This design comes from an exercise in tuning for small area on the open sky130 flow, not from production work.
Where RTL was checked, it was by simulation tests only, not by an equivalence proof against the original.
Only the layout flow was run in run 1; the RTL was not checked for function there.
No driver is modelled on the clock port, so clocking that relies on it looks cheaper here than on a real chip.
Power and IR drop assume default switching activity.

`flow/design.v`:
```
`timescale 1ns/1ps
module gt_add #(parameter int N = 8) (
    input  logic [N-1:0] a,
    input  logic [N-1:0] b,
    input  logic         ci,
    output logic [N-1:0] s
);
    logic [N:0] c;
    assign c[0] = ci;
    for (genvar i = 0; i < N; i++) begin : g_bit
        assign s[i]   = a[i] ^ b[i] ^ c[i];
        assign c[i+1] = (a[i] & b[i]) | (a[i] & c[i]) | (b[i] & c[i]);
    end
endmodule
module gt_seq (
    input  logic clk25M,
    input  logic reset,
    input  logic frame_tick,
    output logic busy,
    output logic b1,
    output logic b2,
    output logic b3,
    output logic b4,
    output logic b5
);
    logic [5:0] seq;
    assign busy = (seq != 6'b111000);
    assign b1 = !seq[0] && !seq[2] && !seq[3] && !seq[4];
    assign b2 = !seq[1] && !seq[3] && !seq[4] && !seq[5];
    assign b3 = !seq[0] && !seq[2] && !seq[4] && !seq[5];
    assign b4 = !seq[0] && !seq[1] && !seq[3] && !seq[5];
    assign b5 = !seq[1] && !seq[2] && !seq[3];
    always_ff @(posedge clk25M) begin
        if (reset)           seq <= 6'b111000;
        else if (busy)       seq <= {seq[4:0], seq[5] ^ seq[4]};
        else if (frame_tick) seq <= 6'b100010;
    end
endmodule
module gt_hq (
    input  logic       march,    
    input  logic       madd,     
    input  logic       b3,
    input  logic [3:0] speed,
    input  logic [8:0] lp,
    input  logic [9:0] scan_h,
    output logic [9:0] hq,
    output logic       hc
);
    always_comb begin
        if (march) begin
            hq = madd ? {6'b000000, speed} : {6'b111111, ~speed};
            hc = !madd;
        end else if (b3) begin
            hq = ~{lp, 1'b0};
            hc = 1'b0;
        end else begin
            hq = ~scan_h;
            hc = 1'b0;
        end
    end
endmodule
module gt_vq (
    input  logic       b2, b3,
    input  logic [6:0] lm,
    input  logic [9:0] scan_v,
    output logic [6:0] vq,
    output logic       vc
);
    always_comb begin
        if (b2) begin
            vq = 7'd0;
            vc = 1'b1;
        end else if (b3) begin
            vq = ~{1'b0, lm[6:1]};
            vc = 1'b0;
        end else begin
            vq = ~scan_v[9:3];
            vc = 1'b0;
        end
    end
endmodule
module gt_cq (
    input  logic       b4, b5, go_left,
    input  logic [9:0] scan_h,
    output logic [8:0] cq,
    output logic       cc
);
    always_comb begin
        if (b4) begin
            cq = 9'd4;
            cc = 1'b0;
        end else if (b5) begin
            cq = {9{go_left}};
            cc = !go_left;
        end else begin
            cq = ~scan_h[9:1];
            cc = 1'b0;
        end
    end
endmodule
module gt_dec (
    input  logic [9:0]  hs,
    input  logic [6:0]  vs,
    input  logic        ext,
    input  logic [15:0] alive,
    output logic        inv_hit,
    output logic [1:0]  row,
    output logic [1:0]  col,
    output logic [15:0] box       
);
    logic [9:0] dh;
    logic [6:0] dv;
    logic       in_col, in_row;
    assign dh = ~hs;
    assign dv = ~vs;
    assign in_col = (dh[9:7] == 3'd0) && !dh[4];
    assign col    = dh[6:5];
    always_comb begin
        in_row = 1'b1;
        case (dv)
            7'd0, 7'd1:   row = 2'd0;
            7'd6, 7'd7:   row = 2'd1;
            7'd12, 7'd13: row = 2'd2;
            7'd18, 7'd19: row = 2'd3;
            7'd127: begin row = 2'd0; in_row = ext; end
            7'd5:   begin row = 2'd1; in_row = ext; end
            7'd11:  begin row = 2'd2; in_row = ext; end
            7'd17:  begin row = 2'd3; in_row = ext; end
            default: begin row = 2'd0; in_row = 1'b0; end
        endcase
    end
    assign inv_hit = in_col && in_row && alive[{row, col}];
    always_comb
        for (int i = 0; i < 16; i++)
            box[i] = in_col && in_row && (row == 2'(i / 4)) && (col == 2'(i % 4));
endmodule
module gt_wall (
    input  logic [15:0] alive,
    input  logic        dir_r,
    input  logic [9:0]  hs,
    input  logic [5:0]  yq,
    output logic        wall,
    output logic        floor_hit
);
    logic [3:0] col_alive, row_alive;
    logic [1:0] cdir;
    logic       any_alive;
    always_comb begin
        for (int c = 0; c < 4; c++)
            col_alive[c] = alive[c] | alive[4+c] | alive[8+c] | alive[12+c];
        for (int r = 0; r < 4; r++)
            row_alive[r] = |alive[4*r +: 4];
        any_alive = |col_alive;
        if (dir_r)
            cdir = col_alive[3] ? 2'd3 : col_alive[2] ? 2'd2 : col_alive[1] ? 2'd1 : 2'd0;
        else
            cdir = col_alive[0] ? 2'd0 : col_alive[1] ? 2'd1 : col_alive[2] ? 2'd2 : 2'd3;
        if (row_alive[3])      floor_hit = yq[5];
        else if (row_alive[2]) floor_hit = yq[5] && (yq[4:0] >= 5'd6);
        else if (row_alive[1]) floor_hit = yq[5] && (yq[4:0] >= 5'd12);
        else                   floor_hit = yq[5] && (yq[4:0] >= 5'd18);
    end
    assign wall = any_alive && hs[9] && (hs[8:7] == {2{!dir_r}})
               && (hs[6:5] == ~cdir) && hs[4] && (hs[3:0] != 4'd0);
endmodule
module gt_pix (
    input  logic [9:0] scan_h,
    input  logic [9:0] scan_v,
    input  logic [8:0] cs,
    input  logic [7:0] ls,
    input  logic [8:0] lp,
    input  logic       la,
    input  logic       inv_hit,
    input  logic [1:0] row,
    output logic [2:0] cls
);
    wire can_px = (scan_v[9:3] == 7'd55) && (cs[8:3] == 6'b111111);
    wire las_px = la && (scan_h[9:1] == lp) && !scan_h[0] && (ls[7:1] == 7'h7f);
    always_comb begin
        if (las_px)       cls = 3'b111;
        else if (can_px)  cls = 3'b110;
        else if (inv_hit) begin
            case (row)
                2'd0:    cls = 3'b101;
                2'd1:    cls = 3'b011;
                2'd2:    cls = 3'b010;
                default: cls = 3'b100;
            endcase
        end else          cls = 3'b000;
    end
endmodule
module game_top (
    input  logic              clk25M,
    input  logic              reset,
    input  logic              frame_tick,
    input  logic              btn_left,
    input  logic              btn_right,
    input  logic              btn_fire,
    input  logic [3:0]        speed,
    input  logic              scan_en,
    input  logic [9:0]        scan_h,
    input  logic [9:0]        scan_v,
    output logic              busy,
    output logic              pixel_en,
    output logic [11:0]       pixel_color
);
    logic        b1, b2, b3, b4, b5;
    logic [9:0]  fx;
    logic [5:0]  yq;
    logic [15:0] alive;
    logic        dir_r;
    logic [8:0]  cp;
    logic        la;
    logic [8:0]  lp;
    logic [6:0]  lm;
    gt_seq u_seq (.clk25M(clk25M), .reset(reset), .frame_tick(frame_tick),
                  .busy(busy), .b1(b1), .b2(b2), .b3(b3), .b4(b4), .b5(b5));
    logic [9:0] hq, hs;
    logic       hc;
    logic [6:0] vq, vs;
    logic       vc;
    logic [8:0] cq, cs;
    logic       cc;
    logic [7:0] ls;
    wire go_left  = btn_left && (cp != 9'd0);
    wire go_right = btn_right && (cp < 9'd312);
    gt_hq u_hq (.march(b1 || b2), .madd(dir_r ^ b2), .b3(b3), .speed(speed), .lp(lp), .scan_h(scan_h), .hq(hq), .hc(hc));
    gt_add #(10) u_ha (.a(fx), .b(hq), .ci(hc), .s(hs));
    gt_vq u_vq (.b2(b2), .b3(b3), .lm(lm), .scan_v(scan_v), .vq(vq), .vc(vc));
    gt_add #(7) u_va (.a({1'b0, yq}), .b(vq), .ci(vc), .s(vs));
    gt_cq u_cq (.b4(b4), .b5(b5), .go_left(go_left), .scan_h(scan_h), .cq(cq), .cc(cc));
    gt_add #(9) u_ca (.a(cp), .b(cq), .ci(cc), .s(cs));
    gt_add #(8) u_la (.a({1'b0, lm}), .b(b4 ? 8'hff : ~scan_v[9:2]), .ci(1'b0), .s(ls));
    logic       inv_hit, wall, floor_hit;
    logic [1:0] row, col;
    logic [15:0] box;
    gt_dec u_dec (.hs(hs), .vs(vs), .ext(b3 && lm[0]), .alive(alive),
                  .inv_hit(inv_hit), .row(row), .col(col), .box(box));
    gt_wall u_wall (.alive(alive), .dir_r(dir_r), .hs(hs), .yq(yq),
                    .wall(wall), .floor_hit(floor_hit));
    wire hit     = b3 && la && inv_hit;
    logic wall_q, hit_q;
    wire la_left = la && !hit_q;
    always_ff @(posedge clk25M) begin
        if (b1) wall_q <= wall;
        if (b3) hit_q <= hit;
    end
    always_ff @(posedge clk25M) begin
        if (reset) begin
            fx    <= 10'd32;
            yq    <= 6'd4;
            dir_r <= 1'b1;
            cp    <= 9'd156;
            la    <= 1'b0;
        end else begin
            if (b1 || (b2 && wall_q)) fx <= hs;
            if (b2 && wall_q) begin
                dir_r <= !dir_r;
                if (!floor_hit) yq <= vs[5:0];
            end
            if (b4) la <= la_left ? !ls[7] : btn_fire;
            if (b5 && (go_left || go_right)) cp <= cs;
        end
    end
    always_ff @(posedge clk25M) begin
        for (int i = 0; i < 16; i++)
            alive[i] <= reset || (alive[i] && !(b3 && la && box[i]));
    end
    always_ff @(posedge clk25M) begin
        if (b4) begin
            lm <= la_left ? ls[6:0] : 7'd108;
            if (!la_left) lp <= cs;
        end
    end
    localparam logic [2:0] NONE = 3'b001;
    logic [2:0] cls, px_q1, px_q2;
    gt_pix u_pix (.scan_h(scan_h), .scan_v(scan_v), .cs(cs), .ls(ls), .lp(lp), .la(la),
                  .inv_hit(inv_hit), .row(row), .cls(cls));
    always_ff @(posedge clk25M) begin
        px_q1 <= (reset || !scan_en) ? NONE : cls;
        px_q2 <= reset ? NONE : px_q1;
    end
    assign pixel_en = (px_q2 != NONE);
    assign pixel_color = {{4{px_q2[2]}},
                          px_q2[1] | (px_q2[2] & !px_q2[0]),
                          {3{px_q2[1]}},
                          {4{px_q2[0]}}};
endmodule
```
`flow/flow/run.sh`:
```
#!/bin/bash
# The standard layout with these changes: an area-oriented ABC script for
# the combinational logic (registers are mapped before ABC, so they are the
# standard synthesis's), the smallest buffer on the ports, and a two-level
# clock tree built by flow/clocktree.tcl in place of CTS's.
set -euo pipefail
rm -rf scripts_abc
cp -r "$FLOW_HOME/scripts" scripts_abc
cp flow/abc_area.script scripts_abc/abc_area.script
bash standard.sh \
  "SCRIPTS_DIR=$PWD/scripts_abc" \
  "BUFFER_PORTS_ARGS=-buffer_cell sky130_fd_sc_hd__buf_1" \
  "PRE_CTS_TCL=$PWD/flow/clocktree.tcl" \
  "CTS_ARGS=-clk_nets clk25M -repair_clock_nets" \
  finish > standard.log 2>&1
```
`flow/flow/abc_area.script`:
```
&get -n
&st
&syn2
&dch -f
&nf -R 1000
&put
strash
&get -n
&st
&dch -f
&nf -R 1000
&put
topo
stime -c
buffer -c
upsize -c
dnsize -c
```
`flow/flow/clocktree.tcl`:
```
# Clock tree built by hand before CTS (run as PRE_CTS_TCL): a root
# buffer feeding one leaf buffer per quadrant of the registers.
set block [ord::get_db_block]
set db [ord::get_db]
set clknet [$block findNet clk25M]
set nleaf 4
set leafm [$db findMaster sky130_fd_sc_hd__clkbuf_8]
set rootm [$db findMaster sky130_fd_sc_hd__clkbuf_8]
set sinks {}
foreach it [$clknet getITerms] {
  set loc [[$it getInst] getLocation]
  lappend sinks [list $it [lindex $loc 0] [lindex $loc 1]]
}
# split by x median then y median into nleaf groups (2 or 4)
set byx [lsort -integer -index 1 $sinks]
set h [expr {[llength $byx] / 2}]
set halves [list [lrange $byx 0 [expr {$h-1}]] [lrange $byx $h end]]
set groups {}
foreach g $halves {
  if {$nleaf == 4} {
    set byy [lsort -integer -index 2 $g]
    set hh [expr {[llength $byy] / 2}]
    lappend groups [lrange $byy 0 [expr {$hh-1}]] [lrange $byy $hh end]
  } else { lappend groups $g }
}
set rootnet [odb::dbNet_create $block clk_root]
$rootnet setSigType CLOCK
set root [odb::dbInst_create $block $rootm clkbuf_root]
[$root findITerm A] connect $clknet
[$root findITerm X] connect $rootnet
set i 0; set rx 0; set ry 0
foreach g $groups {
  set net [odb::dbNet_create $block clk_leaf_$i]
  $net setSigType CLOCK
  set b [odb::dbInst_create $block $leafm clkbuf_leaf_$i]
  [$b findITerm A] connect $rootnet
  [$b findITerm X] connect $net
  set sx 0; set sy 0
  foreach s $g { set it [lindex $s 0]; $it disconnect; $it connect $net; set sx [expr {$sx+[lindex $s 1]}]; set sy [expr {$sy+[lindex $s 2]}] }
  set cx [expr {$sx/[llength $g]}]; set cy [expr {$sy/[llength $g]}]
  $b setLocation $cx $cy; $b setPlacementStatus PLACED
  set rx [expr {$rx+$cx}]; set ry [expr {$ry+$cy}]
  incr i
}
$root setLocation [expr {$rx/$i}] [expr {$ry/$i}]; $root setPlacementStatus PLACED
puts "clock tree: root + $i leaves"
set_propagated_clock [all_clocks]
```
`flow/standard.sh`:
```
#!/bin/bash
# synth_recipe.tcl (not shown) runs the flow's synth.tcl, then flattens the netlist and writes it again
# the make line also repeats each setting of config.mk as NAME=value (left out here)
make -C /OpenROAD-flow-scripts/flow DESIGN_CONFIG=/design/flow/config.mk WORK_HOME=/design/flow/orfs CLKGATE_MAP_FILE= SYNTH_SCRIPT=/design/flow/synth_recipe.tcl "${@:-finish}"
```
`flow/config.mk`:
```
export PLATFORM = sky130hd
export DESIGN_NAME = game_top
export DESIGN_NICKNAME = game_top
export VERILOG_FILES = /design/flow/design.v
export SDC_FILE = /design/flow/constraint.sdc
export NUM_CORES = 4
export LEC_CHECK = 0
export ABC_AREA = 1
export CAP_MARGIN = 20
export CORE_MARGIN = 2
export CORE_UTILIZATION = 65
export SLEW_MARGIN = 20
```
`flow/constraint.sdc`:
```
create_clock -name core_clock -period 6.0 [get_ports {clk25M}]
set_input_delay 1.2000 -clock core_clock [delete_from_list [all_inputs] [get_ports {clk25M}]]
set_output_delay 1.2000 -clock core_clock [all_outputs]
set_load 0.01 [all_outputs]
```
==> results of run 1 <==
cell usage in the layout, fill, tap and decap left out, drive strengths merged, types with 9 or more instances in the layout:
cell	count
a211oi	10
a21o	26
a21oi	30
and2	9
buf	65
dfxtp	55
edfxtp	18
fa	29
inv	36
nand2	66
nand3	9
nor2	37
nor2b	9
nor4	11
o21ai	14
xor2	15
worst max-delay path, stage by stage, from the launching register on:
cell and delay, ns:
sky130_fd_sc_hd__dfxtp_1 0.35, sky130_fd_sc_hd__buf_4 0.15, sky130_fd_sc_hd__or4_4 0.53, sky130_fd_sc_hd__buf_4 0.19
sky130_fd_sc_hd__nor2_1 0.09, sky130_fd_sc_hd__a211oi_1 0.07, sky130_fd_sc_hd__fa_1 0.42, sky130_fd_sc_hd__fa_1 0.44
sky130_fd_sc_hd__fa_1 0.41, sky130_fd_sc_hd__inv_1 0.08, sky130_fd_sc_hd__fa_1 0.16, sky130_fd_sc_hd__inv_1 0.05
sky130_fd_sc_hd__fa_1 0.38, sky130_fd_sc_hd__inv_1 0.09, sky130_fd_sc_hd__fa_1 0.48, sky130_fd_sc_hd__nor2_2 0.16
sky130_fd_sc_hd__and2_4 0.19, sky130_fd_sc_hd__nand4b_1 0.10, sky130_fd_sc_hd__a21oi_1 0.17, sky130_fd_sc_hd__inv_1 0.08
sky130_fd_sc_hd__o221ai_1 0.22, sky130_fd_sc_hd__a31oi_1 0.16, sky130_fd_sc_hd__nor3_2 0.12, sky130_fd_sc_hd__buf_4 0.15
sky130_fd_sc_hd__and2_4 0.16, sky130_fd_sc_hd__nand3_1 0.08, sky130_fd_sc_hd__a21o_1 0.18
kinds of logic (layout without fill, tap and decap cells):
| family | count (synthesis) | in the layout | share of synthesized area [%] |
|---|---|---|---|
| AOI/OAI and AO/OA | 112 | 112 | 16.88 |
| adders and majority gates | 35 | 35 | 14.50 |
| DFF | 73 | 73 | 36.31 |
| buffers and inverters | 67 | 109 | 6.643 |
| and+or+nand+nor | 173 | 173 | 18.65 |
| xor gates and xnor gates | 19 | 19 | 3.681 |
| muxes | 10 | 10 | 3.321 |
registers in the layout (all words and copies together), names as in the netlist:
register   cells
dir_r          1
wall_q         1
yq             6
cp             9
lm             7
fx            10
u_seq.seq      6
alive         16
la             1
lp             9
hit_q          1
px_q2          3
px_q1          3
report_power, final:
group,switching [mW],internal [mW],leakage [nW]
registers,0.0608,0.599,0.607
clock network,0.146,0.0764,0.0359
logic,0.481,0.373,1.27
per-layer routing:
layer	wire, um	part of all wire [%]
met1	4215	41
met2	5139	51
met3	495	4.9
met4	323	3.2
met5	0	0
area by class of cell:
class / count / area (um^2) / share of cell area, %
Timing Repair Buffer: 66 / 359.1 / 7.290
Buffer: 5 / 68.82 / 1.397
Multi-Input combinational cell: 349 / 2613 / 53.04
Tap cell: 80 / 100.1 / 2.032
Inverter: 38 / 142.6 / 2.896
Sequential cell: 73 / 1643 / 33.35
how the worst max path moves through the flow:
stage	startpoint	to	cells past startpoint
after global routing	u_seq.seq[1]$_SDFFE_PP0P_	px_q1[1]$_SDFF_PP0_	26
final	u_seq.seq[5]$_SDFFE_PP1P_	alive[10]$_DFF_P_	26
after CTS	speed[0]	alive[10]$_DFF_P_	23
after floorplan	speed[0]	alive[10]$_DFF_P_	21
after global placement	speed[0]	alive[10]$_DFF_P_	23
after detailed placement	speed[0]	alive[6]$_DFF_P_	23
repair_timing:
| action | 4_1_cts | 5_1_grt |
|---|---|---|
| setup endpoints to repair | 0 | 20 |
| hold buffers | 0 | 0 |
| resized for setup | 0 | 11 |
==> impl_metrics.json, run 1 <==
{
  "register_clock_pin_slew_on_the_reported_worst_setup_and_hold_paths_ns": 0.11,
  "synthTopCellsByArea": "sky130_fd_sc_hd__dfxtp_1, sky130_fd_sc_hd__fa_1, sky130_fd_sc_hd__edfxtp_1",
  "total_placed_cells_including_tap_cells": 605,
  "global_route.usage.met1_pct": 34.16,
  "place.detailed.hpwl_um": 7890,
  "holdCritStartpoint": "px_q1[0]$_SDFF_PP1_",
  "yosysWarnings": 8,
  "vias_per_cell": 6.020,
  "fin_total_pwr_mw": 1.737,
  "drtPass1Iterations": 8,
  "synth.largest_area_cell": "sky130_fd_sc_hd__dfxtp_1",
  "post_drt_wl_per_cell_um": 16.65,
  "worst_clock_skew_ns": 0.004412,
  "via_count": 3678,
  "rows": 30,
  "fin_util_pct": 72.91,
  "timing.hold.worst_endpoint": "px_q2[0]$_SDFF_PP1_",
  "synth-seq-area-share_pct": 36.31,
  "grt_pass1_vias": 3544,
  "ios": 45,
  "tns_ns": 0,
  "hold_depth": 1,
  "critical_path_peak_fanout": 9,
  "critical_path.reg2reg.startpoint": "u_seq.seq[5]$_SDFFE_PP1P_",
  "globalRouteTotalUtil_pct": 26.87,
  "upper_clock_frequency_limit_mhz": 173.7,
  "synth-seq-cells": 73,
  "initial_utilization_pct": 66.91,
  "post-route-period-util_pct": 95.95,
  "detailed_place.area_um2": 4795,
  "postSynthCellCount": 489,
  "normalized_max_slew_margin_pct": 45.69,
  "worst_case_register_to_register_setup_slack_ns": 0.24,
  "clock_latency_ns": 0.34,
  "slew_violations": 0,
  "ys_flop_type": "sky130_fd_sc_hd__dfxtp_1",
  "placement.setup.worst_slack_ns": -0.2682,
  "detail_route.iter0.violations": 238,
  "synthTopCellsByCount": "sky130_fd_sc_hd__nand2_1, sky130_fd_sc_hd__dfxtp_1, sky130_fd_sc_hd__nor2_1, sky130_fd_sc_hd__inv_1, sky130_fd_sc_hd__fa_1",
  "holdWs_ns": 0.4329,
  "grt_setup_unrepaired": "no",
  "post_cts.repair.setup_buffers": 0,
  "design_area_um2": 4926,
  "grt-ovfl-total": 0,
  "antennaDiodeCount": 0,
  "final_cell_count_no_fill": 611,
  "maximum_capacitance_violations": 0,
  "area_growth_syn_to_fin_pct": 8.968,
  "grtUsageMet2_pct": 48.97,
  "drc": 0,
  "final.fill_count": 531,
  "synth_enable_flop_cells": 18,
  "synthesis.area_per_instance_um2": 9.245,
  "worstReg2RegEnd": "alive[10]$_DFF_P_",
  "synth_largest_type_area_fraction_pct": 24.36,
  "final_hold_viol_count": 0,
  "criticalPathCategory": "flip-flop to flip-flop",
  "outcome": "complete, no violations",
  "buffer_ports.inserted": 42,
  "min-delay-path-class": "flip-flop to flip-flop",
  "die_width_um": 87.40,
  "mappedNetlistNets": 555,
  "mappedNetlistArea_um2": 4521,
  "gr-usage-met3_pct": 1.706,
  "power_leakage_nw": 1.916,
  "yosysMostFrequentCell": "sky130_fd_sc_hd__nand2_1",
  "r2r.worst_path.cells": 26,
  "antenna_violations_before_repair": 0,
  "yosys.cell_types.count": 61,
  "grt_pass1_wl_um": 16380,
  "final_replace_weighted_congestion": 0.9092,
  "chipHeight_um": 87.40,
  "pwr_density_cell_nw_per_um2": 352.6,
  "die-area_um2": 7638,
  "worst_slew_pin_slew_ns": 0.8146,
  "worstSetupEndpointType": "flip-flop",
  "drive_gt1_share_pct": 11.49,
  "startpoint_type": "flip-flop",
  "net_count_of_the_finished_layout": 599,
  "postRouteAntennaNets": 0,
  "grt_start_max_net_pins": 53,
  "maximum_resistive_drop_on_vdd_mv": 0.3011,
  "grt_most_used_layer": "met2",
  "placeableCoreArea_um2": 6756,
  "crit_required_ns": 6.25,
  "setup_viol": 0,
  "totalWireLength_um": 10170,
  "worst_slack_ns": 0.2432,
  "synth_async_sr_flop_share_pct": 0,
  "finalWorstPathRequiredPeriod_ns": 5.757,
  "worstPathArrival_ns": 6.01
}
==> run 2: changes to the inputs <==
--- a/flow/design.v
+++ b/flow/design.v
@@ -20,26 +20,22 @@
     output logic b1,
     output logic b2,
     output logic b3,
-    output logic b4,
-    output logic b5
+    output logic b4
 );
     logic [5:0] seq;
-    assign busy = (seq != 6'b111000);
-    assign b1 = !seq[0] && !seq[2] && !seq[3] && !seq[4];
-    assign b2 = !seq[1] && !seq[3] && !seq[4] && !seq[5];
-    assign b3 = !seq[0] && !seq[2] && !seq[4] && !seq[5];
-    assign b4 = !seq[0] && !seq[1] && !seq[3] && !seq[5];
-    assign b5 = !seq[1] && !seq[2] && !seq[3];
-    always_ff @(posedge clk25M) begin
-        if (reset)           seq <= 6'b111000;
-        else if (busy)       seq <= {seq[4:0], seq[5] ^ seq[4]};
-        else if (frame_tick) seq <= 6'b100010;
+    assign busy = (seq != 6'b100010);
+    assign b1 = (seq[3:0] == 4'b0000);
+    assign b2 = !seq[5] && !seq[4] && !seq[2] && !seq[1];
+    assign b3 = !seq[5] && !seq[3] && !seq[2] && !seq[0];
+    assign b4 = !seq[5] && !seq[4] && !seq[3] && seq[2] && seq[0];
+    always_ff @(posedge clk25M) begin
+        if (reset)     seq <= 6'b100010;
+        else if (busy) seq <= {seq[4:0], seq[5] ^ seq[4] ^ seq[2] ^ seq[1]};
+        else           seq <= {4'b1000, !frame_tick, 1'b0};
     end
 endmodule
 module gt_hq (
-    input  logic       march,    
-    input  logic       madd,     
-    input  logic       b3,
+    input  logic       b1, b2, dir_r,
     input  logic [3:0] speed,
     input  logic [8:0] lp,
     input  logic [9:0] scan_h,
@@ -47,10 +43,10 @@
     output logic       hc
 );
     always_comb begin
-        if (march) begin
-            hq = madd ? {6'b000000, speed} : {6'b111111, ~speed};
-            hc = !madd;
-        end else if (b3) begin
+        if (b1) begin
+            hq = dir_r ? {6'b000000, speed} : {6'b111111, ~speed};
+            hc = !dir_r;
+        end else if (b2) begin
             hq = ~{lp, 1'b0};
             hc = 1'b0;
         end else begin
@@ -60,17 +56,17 @@
     end
 endmodule
 module gt_vq (
-    input  logic       b2, b3,
+    input  logic       b1, b2,
     input  logic [6:0] lm,
     input  logic [9:0] scan_v,
     output logic [6:0] vq,
     output logic       vc
 );
     always_comb begin
-        if (b2) begin
+        if (b1) begin
             vq = 7'd0;
             vc = 1'b1;
-        end else if (b3) begin
+        end else if (b2) begin
             vq = ~{1'b0, lm[6:1]};
             vc = 1'b0;
         end else begin
@@ -80,16 +76,16 @@
     end
 endmodule
 module gt_cq (
-    input  logic       b4, b5, go_left,
+    input  logic       b3, b4, go_left,
     input  logic [9:0] scan_h,
     output logic [8:0] cq,
     output logic       cc
 );
     always_comb begin
-        if (b4) begin
+        if (b3) begin
             cq = 9'd4;
             cc = 1'b0;
-        end else if (b5) begin
+        end else if (b4) begin
             cq = {9{go_left}};
             cc = !go_left;
         end else begin
@@ -105,8 +101,7 @@
     input  logic [15:0] alive,
     output logic        inv_hit,
     output logic [1:0]  row,
-    output logic [1:0]  col,
-    output logic [15:0] box       
+    output logic [1:0]  col
 );
     logic [9:0] dh;
     logic [6:0] dv;
@@ -130,9 +125,6 @@
         endcase
     end
     assign inv_hit = in_col && in_row && alive[{row, col}];
-    always_comb
-        for (int i = 0; i < 16; i++)
-            box[i] = in_col && in_row && (row == 2'(i / 4)) && (col == 2'(i % 4));
 endmodule
 module gt_wall (
     input  logic [15:0] alive,
@@ -204,7 +196,7 @@
     output logic              pixel_en,
     output logic [11:0]       pixel_color
 );
-    logic        b1, b2, b3, b4, b5;
+    logic        b1, b2, b3, b4;
     logic [9:0]  fx;
     logic [5:0]  yq;
     logic [15:0] alive;
@@ -214,7 +206,7 @@
     logic [8:0]  lp;
     logic [6:0]  lm;
     gt_seq u_seq (.clk25M(clk25M), .reset(reset), .frame_tick(frame_tick),
-                  .busy(busy), .b1(b1), .b2(b2), .b3(b3), .b4(b4), .b5(b5));
+                  .busy(busy), .b1(b1), .b2(b2), .b3(b3), .b4(b4));
     logic [9:0] hq, hs;
     logic       hc;
     logic [6:0] vq, vs;
@@ -224,26 +216,24 @@
     logic [7:0] ls;
     wire go_left  = btn_left && (cp != 9'd0);
     wire go_right = btn_right && (cp < 9'd312);
-    gt_hq u_hq (.march(b1 || b2), .madd(dir_r ^ b2), .b3(b3), .speed(speed), .lp(lp), .scan_h(scan_h), .hq(hq), .hc(hc));
+    gt_hq u_hq (.b1(b1), .b2(b2), .dir_r(dir_r), .speed(speed), .lp(lp), .scan_h(scan_h), .hq(hq), .hc(hc));
     gt_add #(10) u_ha (.a(fx), .b(hq), .ci(hc), .s(hs));
-    gt_vq u_vq (.b2(b2), .b3(b3), .lm(lm), .scan_v(scan_v), .vq(vq), .vc(vc));
+    gt_vq u_vq (.b1(b1), .b2(b2), .lm(lm), .scan_v(scan_v), .vq(vq), .vc(vc));
     gt_add #(7) u_va (.a({1'b0, yq}), .b(vq), .ci(vc), .s(vs));
-    gt_cq u_cq (.b4(b4), .b5(b5), .go_left(go_left), .scan_h(scan_h), .cq(cq), .cc(cc));
+    gt_cq u_cq (.b3(b3), .b4(b4), .go_left(go_left), .scan_h(scan_h), .cq(cq), .cc(cc));
     gt_add #(9) u_ca (.a(cp), .b(cq), .ci(cc), .s(cs));
-    gt_add #(8) u_la (.a({1'b0, lm}), .b(b4 ? 8'hff : ~scan_v[9:2]), .ci(1'b0), .s(ls));
+    gt_add #(8) u_la (.a({1'b0, lm}), .b(b3 ? 8'hff : ~scan_v[9:2]), .ci(1'b0), .s(ls));
     logic       inv_hit, wall, floor_hit;
     logic [1:0] row, col;
-    logic [15:0] box;
-    gt_dec u_dec (.hs(hs), .vs(vs), .ext(b3 && lm[0]), .alive(alive),
-                  .inv_hit(inv_hit), .row(row), .col(col), .box(box));
+    gt_dec u_dec (.hs(hs), .vs(vs), .ext(b2 && lm[0]), .alive(alive),
+                  .inv_hit(inv_hit), .row(row), .col(col));
     gt_wall u_wall (.alive(alive), .dir_r(dir_r), .hs(hs), .yq(yq),
                     .wall(wall), .floor_hit(floor_hit));
-    wire hit     = b3 && la && inv_hit;
-    logic wall_q, hit_q;
+    wire hit     = b2 && la && inv_hit;
+    logic hit_q;
     wire la_left = la && !hit_q;
     always_ff @(posedge clk25M) begin
-        if (b1) wall_q <= wall;
-        if (b3) hit_q <= hit;
+        if (b2) hit_q <= hit;
     end
     always_ff @(posedge clk25M) begin
         if (reset) begin
@@ -253,21 +243,24 @@
             cp    <= 9'd156;
             la    <= 1'b0;
         end else begin
-            if (b1 || (b2 && wall_q)) fx <= hs;
-            if (b2 && wall_q) begin
-                dir_r <= !dir_r;
-                if (!floor_hit) yq <= vs[5:0];
+            if (b1) begin
+                if (wall) begin
+                    dir_r <= !dir_r;
+                    if (!floor_hit) yq <= vs[5:0];
+                end else begin
+                    fx <= hs;
+                end
             end
-            if (b4) la <= la_left ? !ls[7] : btn_fire;
-            if (b5 && (go_left || go_right)) cp <= cs;
+            if (b3) la <= la_left ? !ls[7] : btn_fire;
+            if (b4 && (go_left || go_right)) cp <= cs;
         end
     end
     always_ff @(posedge clk25M) begin
         for (int i = 0; i < 16; i++)
-            alive[i] <= reset || (alive[i] && !(b3 && la && box[i]));
-    end
-    always_ff @(posedge clk25M) begin
-        if (b4) begin
+            alive[i] <= reset || (alive[i] && !(hit && {row, col} == 4'(i)));
+    end
+    always_ff @(posedge clk25M) begin
+        if (b3) begin
             lm <= la_left ? ls[6:0] : 7'd108;
             if (!la_left) lp <= cs;
         end
--- a/flow/config.mk
+++ b/flow/config.mk
@@ -8,5 +8,5 @@
 export ABC_AREA = 1
 export CAP_MARGIN = 20
 export CORE_MARGIN = 2
-export CORE_UTILIZATION = 65
+export CORE_UTILIZATION = 72
 export SLEW_MARGIN = 20
==> run 2 against run 1 <==
Still clean on timing, DRC and antenna. Critical path depth fell by 4. Total power rose by 17%. Cell count rose by 0.82%. Final area fell by 2.3%.
==> impl_metrics.json, run 2 <==
{
  "outcome": "complete, no violations",
  "detail_route.iter0.violations": 198,
  "post_cts_hold_buffer_count": 0,
  "drive_gt1_share_pct": 8.503,
  "yosys.cell_types.count": 54,
  "biggestRegsByFlops": "alive: 16 flops, fx: 10 flops",
  "grt_start_max_net_pins": 52,
  "maximum_resistive_drop_on_vdd_mv": 0.3434,
  "criticalPathCategory": "input pin to flip-flop",
  "worst_clock_skew_ns": 0.01798,
  "synth_largest_type_area_fraction_pct": 24.55,
  "register_clock_pin_slew_on_the_reported_worst_setup_and_hold_paths_ns": 0.11,
  "tns_ns": 0,
  "postRouteAntennaNets": 0,
  "synth.largest_area_cell": "sky130_fd_sc_hd__dfxtp_1",
  "holdCritStartpoint": "px_q1[0]$_SDFF_PP1_",
  "setup_viol": 0,
  "place.detailed.hpwl_um": 7835,
  "worstSetupEndpointType": "flip-flop",
  "drc": 0,
  "buffer_ports.inserted": 42,
  "post-route-period-util_pct": 94.99,
  "design_area_um2": 4811,
  "worst_case_register_to_register_setup_slack_ns": 0.44,
  "drtPass1Iterations": 4,
  "worstPathArrival_ns": 5.94,
  "placeableCoreArea_um2": 5956,
  "synth_async_sr_flop_share_pct": 0,
  "postSynthCellCount": 507,
  "grt_setup_unrepaired": "no",
  "yosysMostFrequentCell": "sky130_fd_sc_hd__nand2_1",
  "clock_latency_ns": 0.35,
  "detailed_place.area_um2": 4723,
  "timing.critical_path.from": "speed[0]",
  "placement.setup.worst_slack_ns": -0.2558,
  "maximum_capacitance_violations": 0,
  "power_leakage_nw": 1.901,
  "synthTopCellsByCount": "sky130_fd_sc_hd__nand2_1, sky130_fd_sc_hd__dfxtp_1, sky130_fd_sc_hd__nor2_1, sky130_fd_sc_hd__inv_1, sky130_fd_sc_hd__a21oi_1",
  "antennaDiodeCount": 0,
  "crit_required_ns": 6.24,
  "worst_slew_pin_slew_ns": 0.9969,
  "normalized_max_slew_margin_pct": 33.54,
  "synth_enable_flop_cells": 17,
  "synth-seq-cells": 72,
  "globalRouteTotalUtil_pct": 30.18,
  "initial_utilization_pct": 75.29,
  "max_flop_register": "alive",
  "die_width_um": 82.92,
  "final_cell_mix": "sky130_fd_sc_hd__nand2_1, sky130_fd_sc_hd__dfxtp_1, sky130_fd_sc_hd__nor2_1, sky130_fd_sc_hd__buf_1, sky130_fd_sc_hd__inv_1",
  "critical_path_peak_fanout": 5,
  "antenna_violations_before_repair": 0,
  "synthTopCellsByArea": "sky130_fd_sc_hd__dfxtp_1, sky130_fd_sc_hd__fa_1, sky130_fd_sc_hd__edfxtp_1",
  "rows": 28,
  "worstReg2RegEnd": "yq[1]$_SDFFE_PP0P_",
  "pwr_density_cell_nw_per_um2": 421.7,
  "fin_total_pwr_mw": 2.029,
  "chipHeight_um": 82.92,
  "grt_pass1_wl_um": 17390,
  "grt_pass1_vias": 3711,
  "area_growth_syn_to_fin_pct": 7.282,
  "vias_per_cell": 6.019,
  "startpoint_type": "input pin",
  "mappedNetlistArea_um2": 4484,
  "timing.hold.worst_endpoint": "px_q2[0]$_SDFF_PP1_",
  "yosysWarnings": 8,
  "finalWorstPathRequiredPeriod_ns": 5.700,
  "synth-seq-area-share_pct": 35.94,
  "die-area_um2": 6876,
  "final_replace_weighted_congestion": 0.9024,
  "via_count": 3708,
  "hold_depth": 1,
  "largest_register_ff_count": 16,
  "final_common_cell": "sky130_fd_sc_hd__nand2_1",
  "mappedNetlistNets": 574,
  "grt-ovfl-total": 0,
  "r2r.worst_path.cells": 23,
  "worst_slack_ns": 0.3005,
  "final_hold_viol_count": 0,
  "synthesis.area_per_instance_um2": 8.845,
  "critical_path.reg2reg.startpoint": "u_seq.seq[3]$_SDFF_PP0_",
  "net_count_of_the_finished_layout": 610,
  "post_drt_wl_per_cell_um": 16.63,
  "slew_violations": 0,
  "totalWireLength_um": 10250,
  "ios": 45,
  "min-delay-path-class": "flip-flop to flip-flop",
  "ys_flop_type": "sky130_fd_sc_hd__dfxtp_1",
  "upper_clock_frequency_limit_mhz": 175.5
}
-- run 2: area by class of cell --
cell class	count	area, um^2
multi-input combinational	366	2589
sequential	72	1613
fill	430	1145
timing repair buffer	57	287.8
inverter	41	158.9
tap	75	93.84
buffer	5	68.82
-- run 2: timing repair --
item,CTS,global route
endpoints found under the setup margin,0,23
resized for setup,0,8
buffers inserted,0,0
-- run 2: critical path: stages --
cell and delay, ns:
sky130_fd_sc_hd__buf_1 0.09, sky130_fd_sc_hd__xnor2_1 0.13, sky130_fd_sc_hd__o21ai_1 0.20, sky130_fd_sc_hd__fa_1 0.23, sky130_fd_sc_hd__fa_1 0.20, sky130_fd_sc_hd__fa_1 0.20
sky130_fd_sc_hd__fa_1 0.17, sky130_fd_sc_hd__inv_1 0.06, sky130_fd_sc_hd__fa_1 0.43, sky130_fd_sc_hd__fa_1 0.43, sky130_fd_sc_hd__fa_1 0.43, sky130_fd_sc_hd__fa_1 0.39
sky130_fd_sc_hd__fa_1 0.38, sky130_fd_sc_hd__xor2_1 0.16, sky130_fd_sc_hd__xnor2_1 0.18, sky130_fd_sc_hd__nand2_1 0.12, sky130_fd_sc_hd__nor2_1 0.25, sky130_fd_sc_hd__nand3_4 0.15
sky130_fd_sc_hd__nor2_8 0.23, sky130_fd_sc_hd__nand2_4 0.09, sky130_fd_sc_hd__o21ai_1 0.13, sky130_fd_sc_hd__nand2b_1 0.08
-- run 2: how the worst max path moves through the flow --
stage / endpoint / slack, ns / cells after the start
detailed placement: yq[1]$_SDFFE_PP0P_ / -0.26 / 22
finish: alive[7]$_DFF_P_ / 0.30 / 22
CTS: yq[1]$_SDFFE_PP0P_ / 0.13 / 22
floorplan: yq[0]$_SDFFE_PP0P_ / 0.15 / 20
global route: yq[3]$_SDFFE_PP0P_ / 0.001 / 22
global placement: yq[1]$_SDFFE_PP0P_ / -0.12 / 22
-- run 2: per-stage QoR --
stage                     utilization, %  std cells  hold WS (ns)
after global routing               80.78        616        0.4432
after CTS                          80.46        616        0.4243
after floorplan                        -        507        0.3895
after detailed placement           79.31        611        0.4007
final                              80.78        616        0.4155
after global placement             79.31        611        0.3968
-- run 2: logic make-up (layout without fill, tap and decap cells) --
family	Yosys count	after routing	synth area share [%]
xor+xnor	19	19	3.711
simple gates	194	194	21.93
compound gates	109	109	15.01
buf+inv	69	103	6.724
mux	8	8	1.786
flops	72	72	35.94
fa+ha+maj	36	36	14.90
-- run 2: per-layer routing --
layer | vias up | GRT usage, % | wire (um)
li1 | 1776 | - | -
met1 | 1783 | 40.21 | 4295
met2 | 127 | 54.33 | 5158
met3 | 22 | 2.485 | 548
met4 | 0 | 5.961 | 243
met5 | - | 0 | 0
-- run 2: report_power, final --
| part | total, mW | leakage (nW) | switching [mW] | internal, mW |
|---|---|---|---|---|
| Clock | 0.226 | 0.0359 | 0.149 | 0.0765 |
| Sequential | 0.645 | 0.597 | 0.0543 | 0.590 |
| Combinational | 1.16 | 1.27 | 0.707 | 0.451 |
| Total | 2.03 | 1.90 | 0.911 | 1.12 |
==> run 3: changes to the inputs <==
--- a/flow/config.mk
+++ b/flow/config.mk
@@ -8,5 +8,5 @@
 export ABC_AREA = 1
 export CAP_MARGIN = 20
 export CORE_MARGIN = 2
-export CORE_UTILIZATION = 72
+export CORE_UTILIZATION = 65
 export SLEW_MARGIN = 20
==> run 3 against run 2 <==
Register-to-register slack worse by 0.02 ns. Sequential power hardly changed. Die area is 10% higher. Total power is 0.26% lower. Largest cell class unchanged. Worst setup slack better by 0.017 ns.
==> impl_metrics.json, run 3 <==
{
  "clock_latency_ns": 0.34,
  "maximum_resistive_drop_on_vdd_mv": 0.2963,
  "synth_async_sr_flop_share_pct": 0,
  "detailed_place.area_um2": 4725,
  "grt_pass1_wl_um": 16370,
  "upper_clock_frequency_limit_mhz": 176.0,
  "net_count_of_the_finished_layout": 615,
  "place.detailed.hpwl_um": 7653,
  "globalRouteTotalUtil_pct": 26.77,
  "synth-seq-cells": 72,
  "worst_slew_pin_slew_ns": 0.9548,
  "die-area_um2": 7579,
  "fin_total_pwr_mw": 2.023,
  "grt-ovfl-total": 0,
  "timing.critical_path.buf_inv": 2,
  "chipHeight_um": 87.06,
  "min-delay-path-class": "flip-flop to flip-flop",
  "synthesis.area_per_instance_um2": 8.845,
  "synth-seq-area-share_pct": 35.94,
  "final_common_cell": "sky130_fd_sc_hd__nand2_1",
  "antennaDiodeCount": 0,
  "worst_path_largest_cell_delay_ns": 0.53,
  "buffer_ports.inserted": 42,
  "worstSetupEndpointType": "flip-flop",
  "criticalPathCategory": "input pin to flip-flop",
  "cell_with_the_biggest_individual_delay_on_the_critical_path": "sky130_fd_sc_hd__fa_1",
  "biggestRegsByFlops": "alive: 16 flops, fx: 10 flops",
  "synth_largest_type_area_fraction_pct": 24.55,
  "totalWireLength_um": 9908,
  "max_flop_register": "alive",
  "worst_slack_ns": 0.3177,
  "tns_ns": 0,
  "final.fill_count": 553,
  "maximum_capacitance_violations": 0,
  "drc": 0,
  "post_drt_wl_per_cell_um": 15.83,
  "rows": 30,
  "slew_violations": 0,
  "finalWorstPathRequiredPeriod_ns": 5.682,
  "synth.largest_area_cell": "sky130_fd_sc_hd__dfxtp_1",
  "final_replace_weighted_congestion": 0.8854,
  "initial_utilization_pct": 66.74,
  "worst_clock_skew_ns": 0.005378,
  "path_cells": "buf_1, xnor2_1, o21ai_2, fa_1, fa_2, fa_1, fa_1, inv_1, fa_1, fa_2, fa_1, nand2b_1, o22ai_1, nor3_1, nor2_1, a21oi_2, nand3_4, nor2_8, nand2_4, o21ai_1, nand2b_1",
  "pwr_density_cell_nw_per_um2": 416.2,
  "setup_viol": 0,
  "yosys.cell_types.count": 54,
  "vias_per_cell": 5.764,
  "drive_gt1_share_pct": 10.26,
  "ys_flop_type": "sky130_fd_sc_hd__dfxtp_1",
  "yosysMostFrequentCell": "sky130_fd_sc_hd__nand2_1",
  "register_clock_pin_slew_on_the_reported_worst_setup_and_hold_paths_ns": 0.11,
  "grt_start_max_net_pins": 52,
  "post-route-period-util_pct": 94.71,
  "placement.setup.worst_slack_ns": -0.1879,
  "placeableCoreArea_um2": 6719,
  "area_growth_syn_to_fin_pct": 8.426,
  "timing.critical_path.mode_cell": "sky130_fd_sc_hd__fa_1",
  "grt_pass1_vias": 3514,
  "postSynthCellCount": 507,
  "area_of_the_multi_input_gates_um2": 2611,
  "yosysWarnings": 8,
  "fin_util_pct": 72.37,
  "critical-path-top-delay-family": "adder cells",
  "synthTopCellsByArea": "sky130_fd_sc_hd__dfxtp_1, sky130_fd_sc_hd__fa_1, sky130_fd_sc_hd__edfxtp_1",
  "critical_path_peak_fanout": 9,
  "crit_required_ns": 6.24,
  "startpoint_type": "input pin",
  "final_cell_mix": "sky130_fd_sc_hd__nand2_1, sky130_fd_sc_hd__dfxtp_1, sky130_fd_sc_hd__nor2_1, sky130_fd_sc_hd__inv_1, sky130_fd_sc_hd__buf_1",
  "mappedNetlistArea_um2": 4484,
  "mappedNetlistNets": 574,
  "final_hold_viol_count": 0,
  "outcome": "complete, no violations",
  "via_count": 3608,
  "design_area_um2": 4862,
  "synth_enable_flop_cells": 17,
  "normalized_max_slew_margin_pct": 36.34,
  "die_width_um": 87.06,
  "antenna_violations_before_repair": 0,
  "ios": 45,
  "area.sequential_um2": 1613,
  "largest_register_ff_count": 16,
  "synthTopCellsByCount": "sky130_fd_sc_hd__nand2_1, sky130_fd_sc_hd__dfxtp_1, sky130_fd_sc_hd__nor2_1, sky130_fd_sc_hd__inv_1, sky130_fd_sc_hd__a21oi_1",
  "worstPathArrival_ns": 5.92,
  "power_leakage_nw": 1.929,
  "drtPass1Iterations": 5,
  "postRouteAntennaNets": 0,
  "grt_setup_unrepaired": "no",
  "detail_route.iter0.violations": 138
}
run 3: area by class of cell:
cell class / count / share of cell area [%]
sequential: 72 / 33.17
tap: 80 / 2.059
inverter: 41 / 3.268
multi-input combinational: 366 / 53.71
buffer: 5 / 1.415
timing repair buffer: 62 / 6.382
run 3: cells by family (layout without fill, tap and decap cells):
kind of cell	after synthesis	count (layout)	synth area share, %
adders and majority gates	36	36	14.90
AOI/OAI and AO/OA	109	109	15.01
xor gates and xnor gates	19	19	3.711
buffers and inverters	69	108	6.724
DFF	72	72	35.94
and+or+nand+nor	194	194	21.93
muxes	8	8	1.786
run 3: through the flow:
stage | std cells | hold slack [ns]
final | 626 | 0.4206
after global routing | 626 | 0.4357
after CTS | 622 | 0.4235
after detailed placement | 617 | 0.3977
after global placement | 617 | 0.3969
after floorplan | 507 | 0.3895
run 3: path summary, 6_finish.rpt:
kind / start / to / slack, ns / depth (start not counted)
max: speed[0] / alive[2]$_DFF_P_ / 0.32 / 21
min: px_q1[0]$_SDFF_PP1_ / px_q2[0]$_SDFF_PP1_ / 0.42 / 1
max reg2reg: u_seq.seq[4]$_SDFF_PP0_ / alive[2]$_DFF_P_ / 0.42 / 28
min reg2reg: px_q1[0]$_SDFF_PP1_ / px_q2[0]$_SDFF_PP1_ / 0.42 / 1
run 3: worst register-to-register path, delay by kind of cell, from the launching register on:
family                     cells  cell delay [ns]
buffers and inverters          4             0.45
xor gates and xnor gates       1             0.23
AOI/OAI and AO/OA              6             0.97
adders and majority gates      7             2.34
and+or+nand+nor               10             1.16
DFF                            1             0.32
run 3: layer usage:
layer	GRT usage, %	wire, um	vias up
li1	-	-	1786
met1	36.10	4264	1712
met2	47.61	5033	85
met3	1.327	305	25
met4	6.108	304	0
met5	0	0	-
run 3: power breakdown:
part / switching (mW) / internal [mW] / leakage [nW]
Combinational: 0.704 / 0.454 / 1.30
Sequential: 0.0515 / 0.591 / 0.597
Clock: 0.146 / 0.0765 / 0.0359
run 3: timing repair:
item	in CTS	in global routing
hold buffers	0	0
setup buffers	0	4
gates resized for setup	0	12
setup endpoints to repair	0	31
==> run 4: changes to the inputs <==
--- a/flow/design.v
+++ b/flow/design.v
@@ -101,7 +101,8 @@
     input  logic [15:0] alive,
     output logic        inv_hit,
     output logic [1:0]  row,
-    output logic [1:0]  col
+    output logic [1:0]  col,
+    output logic [15:0] box       
 );
     logic [9:0] dh;
     logic [6:0] dv;
@@ -125,6 +126,9 @@
         endcase
     end
     assign inv_hit = in_col && in_row && alive[{row, col}];
+    always_comb
+        for (int i = 0; i < 16; i++)
+            box[i] = in_col && in_row && (row == 2'(i / 4)) && (col == 2'(i % 4));
 endmodule
 module gt_wall (
     input  logic [15:0] alive,
@@ -225,8 +229,9 @@
     gt_add #(8) u_la (.a({1'b0, lm}), .b(b3 ? 8'hff : ~scan_v[9:2]), .ci(1'b0), .s(ls));
     logic       inv_hit, wall, floor_hit;
     logic [1:0] row, col;
+    logic [15:0] box;
     gt_dec u_dec (.hs(hs), .vs(vs), .ext(b2 && lm[0]), .alive(alive),
-                  .inv_hit(inv_hit), .row(row), .col(col));
+                  .inv_hit(inv_hit), .row(row), .col(col), .box(box));
     gt_wall u_wall (.alive(alive), .dir_r(dir_r), .hs(hs), .yq(yq),
                     .wall(wall), .floor_hit(floor_hit));
     wire hit     = b2 && la && inv_hit;
@@ -257,7 +262,7 @@
     end
     always_ff @(posedge clk25M) begin
         for (int i = 0; i < 16; i++)
-            alive[i] <= reset || (alive[i] && !(hit && {row, col} == 4'(i)));
+            alive[i] <= reset || (alive[i] && !(b2 && la && box[i]));
     end
     always_ff @(posedge clk25M) begin
         if (b3) begin
--- a/flow/config.mk
+++ b/flow/config.mk
@@ -9,4 +9,5 @@
 export CAP_MARGIN = 20
 export CORE_MARGIN = 2
 export CORE_UTILIZATION = 65
+export GPL_TIMING_DRIVEN = 0
 export SLEW_MARGIN = 20
==> run 4 against run 3 <==
Still clean. Clock skew grew 0.0065 ns. Maximum frequency shrank 0.10%. Synthesized area grew 0.28%. Via count grew 5.1%. Total power shrank 3.2%. Sequential share of layout area shrank 0.18 points. Worst setup slack lost 0.0059 ns. Combinational power shrank 6%. Register-to-register slack lost 0.09 ns. Final area grew 0.54%. Critical endpoint is now yq[2]$_SDFFE_PP1P_. Largest cell class unchanged. Highest routed layer unchanged.
==> impl_metrics.json, run 4 <==
{
  "grt_pass1_wl_um": 17600,
  "worst_path_largest_cell_delay_ns": 0.52,
  "worst_clock_skew_ns": 0.01186,
  "grt_pass1_vias": 3582,
  "placeableCoreArea_um2": 6756,
  "worst_slew_pin_slew_ns": 0.6852,
  "worst_case_register_to_register_setup_slack_ns": 0.33,
  "grt-ovfl-total": 0,
  "die-area_um2": 7599,
  "path_cells": "buf_1, nand3_1, o21ai_1, fa_1, fa_1, fa_1, fa_1, inv_1, fa_1, fa_1, fa_1, fa_1, fa_1, a211o_1, a21oi_1, nand3_1, nor3_4, nand2_2, a21oi_1, o21ai_0",
  "postRouteAntennaNets": 0,
  "yosysWarnings": 8,
  "area_of_the_multi_input_gates_um2": 2628,
  "clock_latency_ns": 0.35,
  "detailed_place.area_um2": 4751,
  "normalized_max_slew_margin_pct": 54.15,
  "drive_gt1_share_pct": 9.584,
  "initial_utilization_pct": 66.56,
  "worstSetupEndpointType": "flip-flop",
  "worst_slack_ns": 0.3118,
  "final_cell_mix": "sky130_fd_sc_hd__nand2_1, sky130_fd_sc_hd__dfxtp_1, sky130_fd_sc_hd__buf_1, sky130_fd_sc_hd__nor2_1, sky130_fd_sc_hd__inv_1",
  "timing.critical_path.mode_cell": "sky130_fd_sc_hd__fa_1",
  "synthTopCellsByArea": "sky130_fd_sc_hd__dfxtp_1, sky130_fd_sc_hd__fa_1, sky130_fd_sc_hd__edfxtp_1",
  "pwr_density_cell_nw_per_um2": 400.7,
  "post_drt_wl_per_cell_um": 16.82,
  "biggestRegsByFlops": "alive: 16 flops, fx: 10 flops",
  "postSynthCellCount": 506,
  "buffer_ports.inserted": 41,
  "synth.largest_area_cell": "sky130_fd_sc_hd__dfxtp_1",
  "rows": 30,
  "detail_route.iter0.violations": 235,
  "setup_viol": 0,
  "criticalPathCategory": "input pin to flip-flop",
  "synthesis.area_per_instance_um2": 8.887,
  "die_width_um": 87.18,
  "mappedNetlistArea_um2": 4497,
  "crit_required_ns": 6.24,
  "yosys.cell_types.count": 54,
  "startpoint_type": "input pin",
  "design_area_um2": 4888,
  "fin_total_pwr_mw": 1.959,
  "max_flop_register": "alive",
  "total_placed_cells_including_tap_cells": 627,
  "power_leakage_nw": 1.966,
  "maximum_capacitance_violations": 0,
  "cell_with_the_biggest_individual_delay_on_the_critical_path": "sky130_fd_sc_hd__fa_1",
  "post_cts_hold_buffer_count": 0,
  "antennaDiodeCount": 0,
  "synth-seq-cells": 72,
  "largest_register_ff_count": 16,
  "fin_util_pct": 72.35,
  "ios": 45,
  "critical_path_peak_fanout": 7,
  "globalRouteTotalUtil_pct": 29.28,
  "register_clock_pin_slew_on_the_reported_worst_setup_and_hold_paths_ns": 0.11,
  "synth_largest_type_area_fraction_pct": 24.49,
  "post-route-period-util_pct": 94.80,
  "final_replace_weighted_congestion": 0.9036,
  "synthTopCellsByCount": "sky130_fd_sc_hd__nand2_1, sky130_fd_sc_hd__dfxtp_1, sky130_fd_sc_hd__nor2_1, sky130_fd_sc_hd__inv_1, sky130_fd_sc_hd__a21oi_1",
  "min-delay-path-class": "flip-flop to flip-flop",
  "outcome": "complete, no violations",
  "grt_start_max_net_pins": 19,
  "totalWireLength_um": 10650,
  "final_hold_viol_count": 0,
  "finalWorstPathRequiredPeriod_ns": 5.688,
  "final_common_cell": "sky130_fd_sc_hd__nand2_1",
  "via_count": 3791,
  "vias_per_cell": 5.989,
  "final_cell_count_no_fill": 633,
  "area.sequential_um2": 1613,
  "synth_enable_flop_cells": 17,
  "yosysMostFrequentCell": "sky130_fd_sc_hd__nand2_1",
  "synth-seq-area-share_pct": 35.84,
  "antenna_violations_before_repair": 0,
  "final.fill_count": 551,
  "mappedNetlistNets": 573,
  "drtPass1Iterations": 5,
  "net_count_of_the_finished_layout": 622,
  "drc": 0,
  "worstPathArrival_ns": 5.93,
  "ys_flop_type": "sky130_fd_sc_hd__dfxtp_1",
  "area_growth_syn_to_fin_pct": 8.709,
  "chipHeight_um": 87.18,
  "placement.setup.worst_slack_ns": -0.3853,
  "slew_violations": 0,
  "upper_clock_frequency_limit_mhz": 175.8,
  "synth_async_sr_flop_share_pct": 0,
  "maximum_resistive_drop_on_vdd_mv": 0.3240,
  "place.detailed.hpwl_um": 8273
}
[run 4: layer usage]
layer	wire [um]	up-vias	global-route usage [%]
met1	4580	1796	40.81
met5	0	-	0
met2	5031	164	50.03
li1	-	1801	-
met4	296	0	7.832
met3	736	30	1.896
[run 4: path summary, 6_finish.rpt]
path                                         startpoint                  end  depth (start not counted)
worst min-delay path                px_q1[0]$_SDFF_PP1_  px_q2[0]$_SDFF_PP1_                          1
worst max-delay path                          scan_h[0]   yq[2]$_SDFFE_PP1P_                         20
worst min register to register      px_q1[0]$_SDFF_PP1_  px_q2[0]$_SDFF_PP1_                          1
worst max register to register  u_seq.seq[0]$_SDFF_PP0_   yq[2]$_SDFFE_PP1P_                         22
[run 4: cell type report]
class	instances	area share (%)
multi-input combinational	364	53.75
timing repair buffer	43	3.455
sequential	72	32.99
inverter	41	3.174
buffer	33	4.582
tap	80	2.048
[run 4: through the flow]
stage | TNS (ns) | hold WS [ns]
after detailed placement | -4.524 | 0.4059
final | 0 | 0.4394
after CTS | 0 | 0.4322
after floorplan | 0 | 0.3895
after global routing | -0.006932 | 0.4685
after global placement | -1.776 | 0.4104
[run 4: critical path: cells and delay by family]
kind,cells,cell delay [ns]
fa+ha+maj,9,2.91
compound gates,5,0.84
simple gates,4,0.73
buf+inv,2,0.23
[run 4: report_power, final]
group / internal [mW] / leakage [nW] / switching (mW)
combinational: 0.427 / 1.33 / 0.661
sequential: 0.591 / 0.597 / 0.0585
clock: 0.0764 / 0.0359 / 0.145
total: 1.09 / 1.97 / 0.864
[run 4: repair_timing]
item	CTS	global route
endpoints found under the setup margin	34	37
buffers inserted	0	2
gates resized for setup	4	18
pin swaps	0	2
[run 4: cell families after synthesis]
| kind of cell | after synthesis | share of synthesized area [%] |
|---|---|---|
| fa+ha+maj | 36 | 14.86 |
| buf+inv | 70 | 6.789 |
| simple gates | 194 | 20.34 |
| mux | 13 | 4.007 |
| compound gates | 104 | 14.86 |
| flops | 72 | 35.84 |
| xor+xnor | 17 | 3.311 |
==> run 5: changes to the inputs <==
--- a/flow/config.mk
+++ b/flow/config.mk
@@ -9,5 +9,4 @@
 export CAP_MARGIN = 20
 export CORE_MARGIN = 2
 export CORE_UTILIZATION = 65
-export GPL_TIMING_DRIVEN = 0
 export SLEW_MARGIN = 20
==> run 5 against run 4 <==
Still clean. Register-to-register slack gained 0.11 ns. Sequential power is essentially flat. Sequential share of layout area grew 0.30 points. Maximum frequency grew 0.53%. Via count shrank 2.8%. Critical endpoint is now alive[10]$_DFF_P_.
==> impl_metrics.json, run 5 <==
{
  "worst_case_register_to_register_setup_slack_ns": 0.44,
  "yosysMostFrequentCell": "sky130_fd_sc_hd__nand2_1",
  "mappedNetlistArea_um2": 4497,
  "post_drt_wl_per_cell_um": 15.72,
  "area.sequential_um2": 1612,
  "globalRouteTotalUtil_pct": 26.47,
  "biggestRegsByFlops": "alive: 16 flops, fx: 10 flops",
  "area_growth_syn_to_fin_pct": 7.652,
  "largest_register_ff_count": 16,
  "drive_gt1_share_pct": 9.174,
  "synth.largest_area_cell": "sky130_fd_sc_hd__dfxtp_1",
  "worstReg2RegEnd": "yq[1]$_SDFFE_PP0P_",
  "grt_pass1_vias": 3453,
  "startpoint_type": "input pin",
  "via_count": 3683,
  "antenna_violations_before_repair": 0,
  "critical_path.reg2reg.startpoint": "u_seq.seq[2]$_SDFF_PP0_",
  "area_of_the_multi_input_gates_um2": 2589,
  "grt_start_max_net_pins": 52,
  "synth-seq-cells": 72,
  "cell_with_the_biggest_individual_delay_on_the_critical_path": "sky130_fd_sc_hd__fa_1",
  "power_leakage_nw": 1.961,
  "worstPathArrival_ns": 5.90,
  "post-route-period-util_pct": 94.30,
  "grt_most_used_layer": "met2",
  "totalWireLength_um": 9828,
  "synthesis.area_per_instance_um2": 8.887,
  "fin_util_pct": 71.65,
  "postRouteAntennaNets": 0,
  "placeableCoreArea_um2": 6756,
  "gr-usage-met3_pct": 1.517,
  "holdCritStartpoint": "px_q1[0]$_SDFF_PP1_",
  "maximum_capacitance_violations": 0,
  "drtPass1Iterations": 5,
  "normalized_max_slew_margin_pct": 49.20,
  "slew_violations": 0,
  "synthTopCellsByCount": "sky130_fd_sc_hd__nand2_1, sky130_fd_sc_hd__dfxtp_1, sky130_fd_sc_hd__nor2_1, sky130_fd_sc_hd__inv_1, sky130_fd_sc_hd__a21oi_1",
  "crit_required_ns": 6.24,
  "final_cell_mix": "sky130_fd_sc_hd__nand2_1, sky130_fd_sc_hd__dfxtp_1, sky130_fd_sc_hd__buf_1, sky130_fd_sc_hd__nor2_1, sky130_fd_sc_hd__inv_1",
  "chipHeight_um": 87.18,
  "setup_viol": 0,
  "ios": 45,
  "synthTopCellsByArea": "sky130_fd_sc_hd__dfxtp_1, sky130_fd_sc_hd__fa_1, sky130_fd_sc_hd__edfxtp_1",
  "net_count_of_the_finished_layout": 614,
  "timing.hold.worst_endpoint": "px_q2[0]$_SDFF_PP1_",
  "outcome": "complete, no violations",
  "die-area_um2": 7599,
  "upper_clock_frequency_limit_mhz": 176.7,
  "initial_utilization_pct": 66.56,
  "fin_total_pwr_mw": 1.962,
  "min-delay-path-class": "flip-flop to flip-flop",
  "clock_latency_ns": 0.34,
  "critical_path_peak_fanout": 6,
  "worst_clock_skew_ns": 0.01228,
  "grt_setup_unrepaired": "no",
  "antennaDiodeCount": 0,
  "final.fill_count": 526,
  "yosysWarnings": 8,
  "path_cells": "buf_1, xnor2_1, o21ai_0, buf_4, fa_1, fa_1, fa_1, fa_1, inv_1, fa_1, fa_1, fa_1, fa_1, fa_1, xor2_1, xnor2_1, nand2_1, buf_4, nor3_4, and2_4, nand3_1, a21o_1",
  "grt_pass1_wl_um": 16300,
  "die_width_um": 87.18,
  "place.detailed.hpwl_um": 7636,
  "synth_async_sr_flop_share_pct": 0,
  "critical-path-top-delay-family": "adder cells",
  "synth-seq-area-share_pct": 35.84,
  "worst_path_largest_cell_delay_ns": 0.40,
  "mappedNetlistNets": 573,
  "final_replace_weighted_congestion": 0.9033,
  "worst_slew_pin_slew_ns": 0.7592,
  "worstSetupEndpointType": "flip-flop",
  "final_common_cell": "sky130_fd_sc_hd__nand2_1",
  "vias_per_cell": 5.893,
  "finalWorstPathRequiredPeriod_ns": 5.658,
  "drc": 0,
  "postSynthCellCount": 506,
  "max_flop_register": "alive",
  "maximum_resistive_drop_on_vdd_mv": 0.2900,
  "tns_ns": 0,
  "grt-ovfl-total": 0,
  "grtUsageMet2_pct": 44.90,
  "final_hold_viol_count": 0,
  "hold_depth": 1,
  "timing.critical_path.buf_inv": 4,
  "pwr_density_cell_nw_per_um2": 405.4,
  "rows": 30,
  "buffer_ports.inserted": 42,
  "yosys.cell_types.count": 54,
  "register_clock_pin_slew_on_the_reported_worst_setup_and_hold_paths_ns": 0.11,
  "timing.critical_path.mode_cell": "sky130_fd_sc_hd__fa_1",
  "global_route.usage.met1_pct": 38.67,
  "criticalPathCategory": "input pin to flip-flop",
  "r2r.worst_path.cells": 24,
  "synth_largest_type_area_fraction_pct": 24.49,
  "detail_route.iter0.violations": 233,
  "synth_enable_flop_cells": 17,
  "ys_flop_type": "sky130_fd_sc_hd__dfxtp_1",
  "holdWs_ns": 0.4188
}
==> run 5: report_power, final <==
group          switching (mW)  total (mW)  leakage (nW)  internal [mW]
logic                   0.628        1.09          1.33          0.463
registers              0.0584       0.649         0.597          0.590
clock network           0.146       0.223        0.0359         0.0765
total                   0.833        1.96          1.96           1.13
==> run 5: cell type report <==
cell class	instances	share of cell area [%]
plain buffers	5	1.422
inverters	41	3.205
multi-input cells	364	53.48
flip-flops and latches	72	33.29
well taps	80	2.068
repair buffers	63	6.539
==> run 5: metrics by stage <==
stage | setup WS [ns] | area, um^2 | std cells
2_1_floorplan | 0.4755 | 4497 | 506
3_3_place_gp | -0.1764 | 4763 | 620
3_5_place_dp | -0.2583 | 4763 | 620
4_1_cts | 0.09708 | 4832 | 625
5_1_grt | 0.04407 | 4841 | 625
6_report | 0.3418 | 4841 | 625
==> run 5: timing repair <==
action / 4_1_cts / 5_1_grt
gates resized for setup: 0 / 2
setup buffers: 0 / 0
setup endpoints to repair: 0 / 12
hold buffers: 0 / 0
==> run 5: cell families after synthesis <==
group	Yosys count	synth area share (%)
xor gates and xnor gates	17	3.311
muxes	13	4.007
buffers and inverters	70	6.789
and+or+nand+nor	194	20.34
DFF	72	35.84
adders and majority gates	36	14.86
AOI/OAI and AO/OA	104	14.86
==> run 5: worst register-to-register path, stage by stage (launching register included) <==
cell and delay (ns):
sky130_fd_sc_hd__dfxtp_1 0.39, sky130_fd_sc_hd__nor3_4 0.25, sky130_fd_sc_hd__nand2b_1 0.23, sky130_fd_sc_hd__nand3_1 0.19, sky130_fd_sc_hd__o21ai_0 0.13, sky130_fd_sc_hd__buf_4 0.17
sky130_fd_sc_hd__fa_1 0.40, sky130_fd_sc_hd__fa_1 0.39, sky130_fd_sc_hd__fa_1 0.40, sky130_fd_sc_hd__fa_1 0.37, sky130_fd_sc_hd__inv_1 0.07, sky130_fd_sc_hd__fa_1 0.18
sky130_fd_sc_hd__fa_1 0.19, sky130_fd_sc_hd__fa_1 0.19, sky130_fd_sc_hd__fa_1 0.19, sky130_fd_sc_hd__fa_1 0.47, sky130_fd_sc_hd__a211o_1 0.24, sky130_fd_sc_hd__a21oi_1 0.13
sky130_fd_sc_hd__nand3_1 0.11, sky130_fd_sc_hd__nor3_1 0.16, sky130_fd_sc_hd__buf_4 0.15, sky130_fd_sc_hd__nand2_1 0.04, sky130_fd_sc_hd__buf_4 0.17, sky130_fd_sc_hd__mux2i_1 0.18
sky130_fd_sc_hd__nor2_1 0.05
==> run 5: layer usage <==
layer | up-vias | wire [um]
li1 | 1784 | -
met1 | 1752 | 4445
met2 | 131 | 4673
met3 | 16 | 554
met4 | 0 | 155
met5 | - | 0
==> run 5: how the worst max path moves through the flow <==
stage | slack (ns) | cells past startpoint | to | start
floorplan | 0.48 | 19 | yq[2]$_SDFFE_PP1P_ | speed[0]
global route | 0.04 | 24 | yq[1]$_SDFFE_PP0P_ | speed[0]
detailed placement | -0.26 | 21 | fx[8]$_SDFFE_PP0P_ | speed[0]
CTS | 0.1 | 21 | fx[8]$_SDFFE_PP0P_ | speed[0]
global placement | -0.18 | 21 | fx[8]$_SDFFE_PP0P_ | speed[0]
finish | 0.34 | 22 | alive[10]$_DFF_P_ | speed[0]

-- port drivers added, routing unchanged --
No port has a modelled driver above. Below, the same layouts with a new extraction and two added sets of constraints.
Step 1 assumes that a clkbuf_16 drives the clock port and a buf_2 every other input.
Step 2, shift: input delay + t, output delay - t, t = (earliest + latest rising clock arrival at the registers) / 2. This alone moves slack from input paths to output paths.
Slacks: ideal ports / drivers / drivers and shift; pairs: ideal ports / drivers.
| run | t (ns) | setup slack, ns | worst data-port slew with drivers (ns) | cell pins on the clock port's net |
|---|---|---|---|---|
| run 1 | 0.374 | 0.243 / 0.243 / -0.039 | 0.04 | 1 |
| run 2 | 0.377 | 0.300 / 0.302 / -0.075 | 0.04 | 1 |
| run 3 | 0.367 | 0.318 / 0.324 / -0.043 | 0.03 | 1 |
| run 4 | 0.371 | 0.312 / 0.321 / -0.050 | 0.04 | 1 |
| run 5 | 0.366 | 0.342 / 0.350 / -0.017 | 0.03 | 1 |
Met with ideal ports but missed after step 2: setup timing in every run listed. For run 2, which loses most, drivers alone change the setup slack by +0.002 ns; drivers and shift together by -0.375 ns.
